Context: an optimization exercise on an open-source flow, tuned for small area, a short achievable clock period and few clock cycles per item. The choices shown serve that exercise and are no tape-out recipe. Only simulation tests tie the RTL to the original design; equivalence was not proved.

## aes256_ctr_mode
module aes256_ctr_mode (
  input  logic         clk,
  input  logic         rst,
  input  logic [31:0]  config_register,
  output logic [31:0]  status_register,
  input  logic [255:0] input_key,
  input  logic [127:0] input_iv,
  output logic         s_axis_tready,
  input  logic         s_axis_tvalid,
  input  logic         s_axis_tlast,
  input  logic [127:0] s_axis_tdata,
  input  logic         m_axis_tready,
  output logic         m_axis_tvalid,
  output logic         m_axis_tlast,
  output logic [127:0] m_axis_tdata
);
clock: 11.0 ns
lec_check: 0
cap_margin: 20
cell_pad_in_sites_detail_placement: 1
cell_pad_in_sites_global_placement: 1
core_margin: 2
core_utilization: 45
cts_cluster_diameter: 70
cts_cluster_size: 25
place_density: 0.62
slew_margin: 20
standard.sh (not shown) runs the stock make flow with config.mk's settings and CLKGATE_MAP_FILE= SYNTH_SCRIPT=/design/flow/synth_recipe.tcl, a recipe that flattens the netlist after the stock synthesis.
==> flow/flow/run.sh <==
#!/bin/bash
# The standard layout (the standard flow's config.mk and SDC, ORFS's steps and scripts), with three changes:
#  - synthesis maps the logic with flow/abc.script, a shorter ABC script than ORFS's speed
#    script (one choice computation and one mapping pass, then ORFS's usual buffering and
#    sizing). Everything else in synthesis, including the flip-flop mapping, is unchanged.
#  - the port buffers that ORFS puts on every input and output are buf_2 cells instead of the
#    resizer's default choice (a slow delay buffer).
#  - ORFS's repair_timing steps aim for 7.3 ns of setup slack (SETUP_SLACK_MARGIN) instead of
#    0, so they size and buffer the paths longer than 3.7 ns. The SDC is the standard flow's, unchanged.
# The make output goes to standard_flow.log; ORFS's per-step logs are under orfs/logs/.
set -euo pipefail
here=$(pwd)
rm -rf "$here/scripts"
cp -r "$FLOW_HOME/scripts" "$here/scripts"
cp "$here/flow/abc.script" "$here/scripts/abc_speed.script"
bash standard.sh finish SCRIPTS_DIR="$here/scripts" \
  "BUFFER_PORTS_ARGS=-buffer_cell sky130_fd_sc_hd__buf_2" SETUP_SLACK_MARGIN=7.3 \
  > "$here/standard_flow.log" 2>&1
==> flow/flow/abc.script <==
&get -n
&st
&dch
&nf
&put
buffer -c
topo
stime -c
upsize -c
dnsize -c
Testbench counts at the start, summed over its fixed seeds: cycles 18,975, items 2,583.
Change:
--- a/flow/flow/run.sh
+++ b/flow/flow/run.sh
@@ -3,3 +3,3 @@
 #  - synthesis maps the logic with flow/abc.script, a shorter ABC script than ORFS's speed
-#    script (one choice computation and one mapping pass, then ORFS's usual buffering and
+#    script (one choice computation and one mapping pass with extra area recovery, then ORFS's usual buffering and
 #    sizing). Everything else in synthesis, including the flip-flop mapping, is unchanged.
==> flow/flow/abc.script (replaced) <==
&get -n
&st
&dch
&nf -R 1000
&put
buffer -c
topo
stime -c
upsize -c
dnsize -c
--- a/flow/config.mk
+++ b/flow/config.mk
@@ -12,4 +12,4 @@
 export CORE_UTILIZATION = 45
-export CTS_CLUSTER_DIAMETER = 70
-export CTS_CLUSTER_SIZE = 25
+export CTS_CLUSTER_DIAMETER = 60
+export CTS_CLUSTER_SIZE = 20
 export PLACE_DENSITY = 0.62
What happened:
- area after synthesis falls by 4.2%
- cell area falls by 2.3%
- critical path depth rises by 20
- global-route usage rises by 0.18 points
- wire length falls by 3.4%
- first-iteration DRC count falls by 6.7%
- register-to-register slack degrades by 1.7 ns
- flip-flop and latch count does not change

Setup of run 1:
Starting RTL as in the previous note.
Settings: LEC_CHECK=0, CAP_MARGIN=20, CELL_PAD_IN_SITES_DETAIL_PLACEMENT=1, CELL_PAD_IN_SITES_GLOBAL_PLACEMENT=1, CORE_MARGIN=2, CORE_UTILIZATION=45, CTS_CLUSTER_DIAMETER=60, CTS_CLUSTER_SIZE=20, PLACE_DENSITY=0.62, SLEW_MARGIN=20; clock period 11.0 ns.
==> flow/flow/run.sh <==
#!/bin/bash
# The standard layout (the standard flow's config.mk and SDC, ORFS's steps and scripts), with three changes:
#  - synthesis maps the logic with flow/abc.script, a shorter ABC script than ORFS's speed
#    script (one choice computation and one mapping pass, then ORFS's usual buffering and
#    sizing). Everything else in synthesis, including the flip-flop mapping, is unchanged.
#  - the port buffers that ORFS puts on every input and output are buf_2 cells instead of the
#    resizer's default choice (a slow delay buffer).
#  - ORFS's repair_timing steps aim for 7.3 ns of setup slack (SETUP_SLACK_MARGIN) instead of
#    0, so they size and buffer the paths longer than 3.7 ns. The SDC is the standard flow's, unchanged.
# The make output goes to standard_flow.log; ORFS's per-step logs are under orfs/logs/.
set -euo pipefail
here=$(pwd)
rm -rf "$here/scripts"
cp -r "$FLOW_HOME/scripts" "$here/scripts"
cp "$here/flow/abc.script" "$here/scripts/abc_speed.script"
bash standard.sh finish SCRIPTS_DIR="$here/scripts" \
  "BUFFER_PORTS_ARGS=-buffer_cell sky130_fd_sc_hd__buf_2" SETUP_SLACK_MARGIN=7.3 \
  > "$here/standard_flow.log" 2>&1
==> flow/flow/abc.script <==
&get -n
&st
&dch
&nf
&put
buffer -c
topo
stime -c
upsize -c
dnsize -c
Run 1 went all the way through the flow, and no timing, DRC or antenna check failed.
Testbench counts of run 1, summed over its fixed seeds: cycles 18,975, items 2,583.
What run 2 does differently from run 1 at the input level:
Settings: swapping 60 for 80 in CTS_CLUSTER_DIAMETER; swapping 20 for 30 in CTS_CLUSTER_SIZE.
--- outcome ---
Between run 2 and run 1, the met2 track demand over resource does not differ in any meaningful way.
Run 2 leaves more setup margin than run 1.
Run 1 has lower multi-input gate share of the layout cell area than run 2.
From run 1 to run 2, fraction of synthesized cell area in xor and xnor cells did not move at all.
The lower non-clock buffer count of run 1 and run 2 is in run 1.
Run 2: number of cells traversed by the worst register-to-register path is 1 lower than what run 1 reported.
What run 3 does differently from run 2 at the input level:
Settings: a change of CTS_CLUSTER_SIZE from 30 to 25; a change of CTS_CLUSTER_DIAMETER from 80 to 70.
--- a/flow/flow/run.sh
+++ b/flow/flow/run.sh
@@ -6,6 +6,6 @@
 #  - the port buffers that ORFS puts on every input and output are buf_2 cells instead of the
 #    resizer's default choice (a slow delay buffer).
-#  - ORFS's repair_timing steps aim for 7.3 ns of setup slack (SETUP_SLACK_MARGIN) instead of
-#    0, so they size and buffer the paths longer than 3.7 ns. The SDC is the standard flow's, unchanged.
+#  - ORFS's repair_timing steps aim for 7.2 ns of setup slack (SETUP_SLACK_MARGIN) instead of
+#    0, so they size and buffer the paths longer than 3.8 ns. The SDC is the standard flow's, unchanged.
 # The make output goes to standard_flow.log; ORFS's per-step logs are under orfs/logs/.
 set -euo pipefail
@@ -15,4 +15,4 @@
 cp "$here/flow/abc.script" "$here/scripts/abc_speed.script"
 bash standard.sh finish SCRIPTS_DIR="$here/scripts" \
-  "BUFFER_PORTS_ARGS=-buffer_cell sky130_fd_sc_hd__buf_2" SETUP_SLACK_MARGIN=7.3 \
+  "BUFFER_PORTS_ARGS=-buffer_cell sky130_fd_sc_hd__buf_2" SETUP_SLACK_MARGIN=7.2 \
   > "$here/standard_flow.log" 2>&1
[summary]
On average size of a mapped cell, run 2 and run 3 are neck and neck. Measured against run 2, the clock buffer instance count of the final layout of run 3 comes out at 1.3 times the reference value. Going from run 2 to run 3, total via count in the routed design has remained practically unchanged. Changes observed in run 3 relative to run 2: clock buffer count from CTS increased by about 20% relative to the old numbers; setup slack of the critical path after layout decreased by 0.033 ns relative to the old numbers.

[port drivers added, routing unchanged]
In the flow no input, the clock included, has a driving cell. The finished layouts below were timed again as built, in two steps. Step 1 (the two cells are an assumption about what drives the block):
set clk [get_ports {clk}]
set_driving_cell -lib_cell sky130_fd_sc_hd__clkbuf_16 $clk
set_driving_cell -lib_cell sky130_fd_sc_hd__buf_2 [delete_from_list [all_inputs] $clk]
Step 2 adds t to the input delays and takes it off the output delays; t is the mean of the earliest and latest rising clock arrival at the registers after step 1. Input paths then give back, and output paths get back, about the clock's delay inside the block. Three values: ideal ports, drivers, drivers and shift; two values: the first two.
| run | t (ns) | slack for setup (ns) | worst hold slack (ns) | cell pins on the clock port's net |
|---|---|---|---|---|
| the first run of note 1 | 0.918 | 7.227 / 7.120 / 6.669 | 0.462 / 0.462 / 0.462 | 1 |
| the second run of note 1 | 0.942 | 5.648 / 5.648 / 5.648 | 0.462 / 0.462 / 0.462 | 1 |
| run 1 | 0.945 | 7.213 / 7.102 / 6.647 | 0.459 / 0.459 / 0.459 | 1 |
| run 2 | 0.927 | 7.230 / 7.140 / 6.436 | 0.466 / 0.466 / 0.466 | 1 |
| run 3 | 0.908 | 7.197 / 7.145 / 6.499 | 0.457 / 0.457 / 0.457 | 1 |
After both steps setup and hold are still met in every run listed. For run 2, which loses most, drivers alone change the setup slack by -0.090 ns; drivers and shift together by -0.794 ns.
